This is an optimization exercise on Yosys and OpenROAD, whose aim is small area and a short achievable clock period, not a production implementation. RTL that was checked went through simulation tests only; none was proved equivalent to the original. Power figures rest on the tool's default switching activity, not on a simulated workload.

## book_top
module book_top #(
  parameter int ENTRIES_N = book_cfg_pkg::DEF_ENTRIES_N,
  parameter bit IS_BID = book_cfg_pkg::DEF_IS_BID
) (
  input  logic                     i_clk,
  input  logic                     i_rst_n,
  input  logic                     i_cmd_vld,
  input  book_types_pkg::cmd_t                     i_cmd,
  input  book_types_pkg::key_t                     i_key,
  input  book_types_pkg::volume_t                  i_volume,
  output logic [ENTRIES_N-1:0]     o_vld,
  output book_types_pkg::key_t [ENTRIES_N-1:0]     o_keys,
  output book_types_pkg::volume_t [ENTRIES_N-1:0]  o_volumes,
  output book_types_pkg::listsize_t                o_listsize,
  output logic                     o_notify_vld,
  output book_types_pkg::key_t                     o_notify_key,
  output book_types_pkg::volume_t                  o_notify_volume
);
export LEC_CHECK = 0
export CAP_MARGIN = 20
export CORE_MARGIN = 2
export CORE_UTILIZATION = 40
export CTS_BUF_LIST = sky130_fd_sc_hd__clkbuf_8
export CTS_CLUSTER_DIAMETER = 50
export CTS_CLUSTER_SIZE = 16
export SETUP_SLACK_MARGIN = 2.0
export SLEW_MARGIN = 20
export SYNTH_HIERARCHICAL = 1
export TNS_END_PERCENT = 25
create_clock -name core_clock -period 5.5 [get_ports {i_clk}]
standard.sh (not shown) runs the stock make flow with config.mk's settings and CLKGATE_MAP_FILE= SYNTH_SCRIPT=/design/flow/synth_recipe.tcl, a recipe that flattens the netlist after the stock synthesis.
==> flow/flow/run.sh <==
#!/bin/bash
# Standard layout, with the smallest buffer on every input and output port
set -e
export BUFFER_PORTS_ARGS="-buffer_cell sky130_fd_sc_hd__buf_1"
bash standard.sh > standard.log 2>&1
The starting point produced a clean layout.
Rerun with:
--- a/flow/config.mk
+++ b/flow/config.mk
@@ -17 +17 @@
-export TNS_END_PERCENT = 25
+export TNS_END_PERCENT = 10
What happened:
- die area stays the same
- fmax stays flat
- routed wire length is lower by 2.1%
Rerun with:
--- a/flow/config.mk
+++ b/flow/config.mk
@@ -10 +10 @@
-export CORE_UTILIZATION = 40
+export CORE_UTILIZATION = 48
Result: Area after synthesis is unchanged. Core utilization rose by 9.4 points. Setup slack degrades by 37 ps. Synthesized cell count does not change.
Rerun with:
--- a/flow/config.mk
+++ b/flow/config.mk
@@ -10,5 +10,2 @@
-export CORE_UTILIZATION = 48
-export CTS_BUF_LIST = sky130_fd_sc_hd__clkbuf_8
-export CTS_CLUSTER_DIAMETER = 50
-export CTS_CLUSTER_SIZE = 16
-export SETUP_SLACK_MARGIN = 2.0
+export CORE_UTILIZATION = 40
+export SETUP_SLACK_MARGIN = 2.3
Effect: The new run ran to the end with no violations. Clock skew came out lower by 15 ps. Cell count came out higher by 5.8%. Total power came out higher by 12%. Register-to-register slack gains 190 ps. Setup slack gains 210 ps.

========
Another version of the RTL of book_top (not shown whole).
Size: roughly 3600 cells after synthesis, ~600 I/O pins, about 29000 sq um of cells after synthesis.
clock: 5.5 ns
lec_check: 0
cap_margin: 20
core_margin: 2
core_utilization: 40
cts_buf_list: sky130_fd_sc_hd__clkbuf_8
cts_cluster_diameter: 60
cts_cluster_size: 20
setup_slack_margin: 2.0
slew_margin: 20
synth_hierarchical: 1
tns_end_percent: 10
Scripts as last shown in full above: flow/flow/run.sh
The first run passed the timing, design-rule and antenna checks.
==> next run, changes <==
- CTS_BUF_LIST: sky130_fd_sc_hd__clkbuf_8 -> unset
- CTS_CLUSTER_DIAMETER: 60 -> unset
- CTS_CLUSTER_SIZE: 20 -> unset
=> The new run finished with timing, DRC and antenna clean; synthesized area is unchanged; core utilization is higher by 2.2 points; via count is higher slightly; worst setup slack gains 64 ps; design area is higher by a few percent; first-iteration DRC count is lower by a few percent; clock skew is lower by 19 ps; clock power is higher by well over a third; worst hold slack gains 120 ps; die area does not change.
==> next run, changes <==
- CORE_UTILIZATION: 40 -> 55
- CTS_BUF_LIST: unset -> sky130_fd_sc_hd__clkbuf_8
- CTS_CLUSTER_SIZE: unset -> 20
- TNS_END_PERCENT: 10 -> unset
What happened: The changed run produced a clean layout. Total power drops by 5.1%. Core utilization rose by 18 points. Area after synthesis stays the same. Final cell count went down by about 5%. Combinational power drops by about 1%. Cell area went down by 2.3%. Via count went up by about 1.6%. Die area shrinks by about 27%. Critical path depth grows by 10.

========
RTL: one of the versions met above, not the one the previous note started from.
Size: ~3,600 cells after synthesis, about 600 I/O pins, ~0.029 mm^2 of cells after synthesis.
export LEC_CHECK = 0
export CAP_MARGIN = 20
export CORE_MARGIN = 2
export CORE_UTILIZATION = 40
export CTS_BUF_LIST = sky130_fd_sc_hd__clkbuf_8
export CTS_CLUSTER_DIAMETER = 50
export CTS_CLUSTER_SIZE = 16
export SETUP_SLACK_MARGIN = 2.3
export SLEW_MARGIN = 20
export SYNTH_HIERARCHICAL = 1
export TNS_END_PERCENT = 10
create_clock -name core_clock -period 5.5 [get_ports {i_clk}]
Scripts as last shown in full above: flow/flow/run.sh
Rerun with:
- CTS_BUF_LIST: sky130_fd_sc_hd__clkbuf_8 -> unset
- CTS_CLUSTER_DIAMETER: 50 -> unset
- CTS_CLUSTER_SIZE: 16 -> unset
- SETUP_SLACK_MARGIN: 2.3 -> 2.0
=> Setup slack got worse by 59 ps. Combinational power fell by about 3%. Fmax came out lower by about 1.7%. Clock skew drops by 12 ps. Power increases by 3.7%. Count of clock-buffer cells in the layout rises by 15. Synthesized cell count stays the same.
Rerun with:
- CAP_MARGIN: 20 -> 10
- CTS_BUF_LIST: unset -> sky130_fd_sc_hd__clkbuf_8
- CTS_CLUSTER_DIAMETER: unset -> 50
- CTS_CLUSTER_SIZE: unset -> 16
- SLEW_MARGIN: 20 -> 10
=>
- area after synthesis is unchanged
- clock skew went up by 23 ps
- global-route usage falls by 0.11 points
- sequential share of layout area rises by 0.57 points
- power drops by 3.6%
- final area went down by 1.8%
- setup slack loses 64 ps
- register-to-register slack loses 180 ps
- die area is unchanged
- non-clock buffer count falls by 19
Rerun with:
- CAP_MARGIN: 10 -> 20
- SETUP_SLACK_MARGIN: 2.0 -> 1.7
- SLEW_MARGIN: 10 -> 20
After rerunning: Die area stays the same; clock power decreases by a few percent; register-to-register slack gets worse by 160 ps; fmax decreases by a few percent; clock skew decreases by 5.3 ps.

========
Another version of the RTL of book_top (not shown whole).
Size in the first run: about 600 I/O pins, roughly 29,000 µm² of cells after synthesis.
// book_top
module book_top #(
  parameter int ENTRIES_N = book_cfg_pkg::DEF_ENTRIES_N,
  parameter bit IS_BID = book_cfg_pkg::DEF_IS_BID
) (
  input  logic                     i_clk,
  input  logic                     i_rst_n,
  input  logic                     i_cmd_vld,
  input  book_types_pkg::cmd_t                     i_cmd,
  input  book_types_pkg::key_t                     i_key,
  input  book_types_pkg::volume_t                  i_volume,
  output logic [ENTRIES_N-1:0]     o_vld,
  output book_types_pkg::key_t [ENTRIES_N-1:0]     o_keys,
  output book_types_pkg::volume_t [ENTRIES_N-1:0]  o_volumes,
  output book_types_pkg::listsize_t                o_listsize,
  output logic                     o_notify_vld,
  output book_types_pkg::key_t                     o_notify_key,
  output book_types_pkg::volume_t                  o_notify_volume
);
export LEC_CHECK = 0
export CAP_MARGIN = 20
export CORE_MARGIN = 2
export CORE_UTILIZATION = 40
export SETUP_SLACK_MARGIN = 2.5
export SLEW_MARGIN = 20
export SYNTH_HIERARCHICAL = 1
create_clock -name core_clock -period 5.5 [get_ports {i_clk}]
Scripts as last shown in full above: flow/flow/run.sh
Rerun with:
- SETUP_SLACK_MARGIN: 2.5 -> 2.0
- The new run ran to the end with no violations
- wire length is lower by 11%
- clock-buffer cell count is lower by 3
- clock power stays flat
- global-route usage is lower by 2.8 points
- synthesized area stays the same
- power is lower by 4.8%
- worst setup slack improves by 0.11 ns
- cell area is lower by 15%
- via count is lower by 7.1%
- non-clock buffer count is lower by 197
- fmax is higher by 3.3%
Rerun with:
- SETUP_SLACK_MARGIN: 2.0 -> 0.5
Result: Worst setup slack loses 1.2 ns. Design area came out lower by 7.6%. Register-to-register slack loses 0.86 ns. Critical path depth came out lower by 4. Synthesized area does not change. Clock skew is about the same.
Rerun with:
- SETUP_SLACK_MARGIN: 0.5 -> 1.5
After rerunning:
- wire length came out higher by 3.1%
- cell count is higher by 1.1%
- worst setup slack improves by 0.78 ns
- hold slack is about the same
- area after synthesis does not change
- via count came out higher by about 2.1%
No functional check of the RTL was part of any run of this note.

========
book_top, a different RTL version from the one above (not shown whole).
For scale: about 30,000 sq um of cells after synthesis.
// book_top
module book_top #(
  parameter int ENTRIES_N = book_cfg_pkg::DEF_ENTRIES_N,
  parameter bit IS_BID = book_cfg_pkg::DEF_IS_BID
) (
  input  logic                     i_clk,
  input  logic                     i_rst_n,
  input  logic                     i_cmd_vld,
  input  book_types_pkg::cmd_t                     i_cmd,
  input  book_types_pkg::key_t                     i_key,
  input  book_types_pkg::volume_t                  i_volume,
  output logic [ENTRIES_N-1:0]     o_vld,
  output book_types_pkg::key_t [ENTRIES_N-1:0]     o_keys,
  output book_types_pkg::volume_t [ENTRIES_N-1:0]  o_volumes,
  output book_types_pkg::listsize_t                o_listsize,
  output logic                     o_notify_vld,
  output book_types_pkg::key_t                     o_notify_key,
  output book_types_pkg::volume_t                  o_notify_volume
);
==> flow/config.mk <==
export PLATFORM = sky130hd
export DESIGN_NAME = book_top
export DESIGN_NICKNAME = book_top
export VERILOG_FILES = /design/flow/design.v
export SDC_FILE = /design/flow/constraint.sdc
export NUM_CORES = 4
export LEC_CHECK = 0
export CAP_MARGIN = 20
export CORE_MARGIN = 2
export CORE_UTILIZATION = 40
export SETUP_SLACK_MARGIN = 2.5
export SLEW_MARGIN = 20
export SYNTH_HIERARCHICAL = 1
export TNS_END_PERCENT = 10
==> flow/constraint.sdc <==
create_clock -name core_clock -period 5.5 [get_ports {i_clk}]
set_input_delay 1.1000 -clock core_clock [delete_from_list [all_inputs] [get_ports {i_clk}]]
set_output_delay 1.1000 -clock core_clock [all_outputs]
set_load 0.01 [all_outputs]
Scripts as last shown in full above: flow/flow/run.sh
The baseline completed with no timing, DRC or antenna violations.
Next try:
--- a/flow/config.mk
+++ b/flow/config.mk
@@ -10,3 +10,3 @@
 export CORE_UTILIZATION = 40
-export SETUP_SLACK_MARGIN = 2.5
+export SETUP_SLACK_MARGIN = 2.0
 export SLEW_MARGIN = 20
=>
- The new run finished clean
- combinational power fell by 7.9%
- global-route usage goes down by 0.93 points
- non-clock buffer count shrinks by 116
- worst setup slack degrades by 0.37 ns
- routed wire length decreases by 3.7%
- utilization decreases by 4.0 points
- clock power is about the same
- via count decreases by 3.3%
- count of clock-buffer cells in the layout stays the same
- final area came out lower by 7.2%
Function was not checked in any run of this note: the RTL went through the layout flow alone.

========
book_top with an RTL version that a note above also has.
==> flow/design.v (excerpt) <==
module book_top #(
  parameter int ENTRIES_N = book_cfg_pkg::DEF_ENTRIES_N,
  parameter bit IS_BID = book_cfg_pkg::DEF_IS_BID
) (
  input  logic                     i_clk,
  input  logic                     i_rst_n,
  input  logic                     i_cmd_vld,
  input  book_types_pkg::cmd_t                     i_cmd,
  input  book_types_pkg::key_t                     i_key,
  input  book_types_pkg::volume_t                  i_volume,
  output logic [ENTRIES_N-1:0]     o_vld,
  output book_types_pkg::key_t [ENTRIES_N-1:0]     o_keys,
  output book_types_pkg::volume_t [ENTRIES_N-1:0]  o_volumes,
  output book_types_pkg::listsize_t                o_listsize,
  output logic                     o_notify_vld,
  output book_types_pkg::key_t                     o_notify_key,
  output book_types_pkg::volume_t                  o_notify_volume
);
Settings: LEC_CHECK=0, CAP_MARGIN=20, CORE_MARGIN=2, CORE_UTILIZATION=40, SETUP_SLACK_MARGIN=2.0, SLEW_MARGIN=20, SYNTH_HIERARCHICAL=1; clock period 5.5 ns.
Scripts as last shown in full above: flow/flow/run.sh
The baseline completed with no timing, DRC or antenna violations.
==> next run, changes <==
- SETUP_SLACK_MARGIN: 2.0 -> 2.5
- TNS_END_PERCENT: not set -> 10
What happened:
- area after synthesis is unchanged
- total power is higher by 2.2%
- critical path depth is higher by 12
- sequential share of layout area is lower by 2.8 points
- final cell count is higher by 3.2%
- cell area is higher by about 10%
==> next run, changes <==
- CORE_UTILIZATION: 40 -> 55
- SETUP_SLACK_MARGIN: 2.5 -> 2.0
Setup slack loses 0.21 ns.
Utilization grows by 12 points.
Sequential share of layout area is higher by 4.0 points.
Clock skew increases by 0.0099 ns.
Global-route usage increases by 7.4 points.
Synthesized area stays the same.
First-iteration DRC count increases slightly.
Final cell count went down by roughly a tenth.
Total power came out lower by a little under a tenth.

[afterwards: timing with drivers on the ports]
No port has a modelled driver above. Below, the same layouts with a new extraction and two added sets of constraints.
Step 1 (the two cells are an assumption about what drives the block):
set clk [get_ports {i_clk}]
set_driving_cell -lib_cell sky130_fd_sc_hd__clkbuf_16 $clk
set_driving_cell -lib_cell sky130_fd_sc_hd__buf_2 [delete_from_list [all_inputs] $clk]
Step 2 adds t to the input delays and takes it off the output delays; t is the mean of the earliest and latest rising clock arrival at the registers after step 1. Input paths then give back, and output paths get back, about the clock's delay inside the block.
Three values: no drivers, after step 1, after step 2; two values: the first two.
run	t (ns)	slack for setup (ns)	worst setup path after step 2
the first run of note 1	0.742	1.963 / 1.898 / 1.331	input to register
the second run of note 1	0.763	1.955 / 1.890 / 1.374	input to register
the third run of note 1	0.754	1.918 / 1.855 / 1.286	input to register
the fourth run of note 1	0.685	2.128 / 2.056 / 1.580	input to register
the first run of note 2	0.777	1.946 / 1.878 / 1.315	input to register
the second run of note 2	0.674	2.010 / 1.941 / 1.464	input to register
the third run of note 2	0.772	1.953 / 1.987 / 1.218	input to register
the first run of note 3	0.769	2.014 / 1.942 / 1.467	input to register
the second run of note 3	0.680	1.955 / 1.885 / 1.413	input to register
the third run of note 3	0.754	1.891 / 1.825 / 1.328	input to register
the fourth run of note 3	0.763	1.668 / 1.601 / 0.976	input to register
the first run of note 4	0.678	1.903 / 1.934 / 1.256	input to register
the second run of note 4	0.673	2.017 / 1.997 / 1.377	input to register
the third run of note 4	0.674	0.859 / 0.909 / 0.235	input to register
the fourth run of note 4	0.669	1.637 / 1.680 / 1.011	input to register
the first run of note 5	0.697	2.233 / 2.244 / 1.547	input to register
the second run of note 5	0.699	1.868 / 1.922 / 1.223	input to register
the first run of note 6	0.678	2.046 / 1.972 / 1.428	input to register
the second run of note 6	0.675	2.081 / 2.016 / 1.407	input to register
the third run of note 6	0.715	1.869 / 1.801 / 1.295	input to register
After both steps setup and hold are still met in every run listed. For the third run of note 2, which loses most, drivers alone change the setup slack by +0.034 ns; drivers and shift together by -0.735 ns.
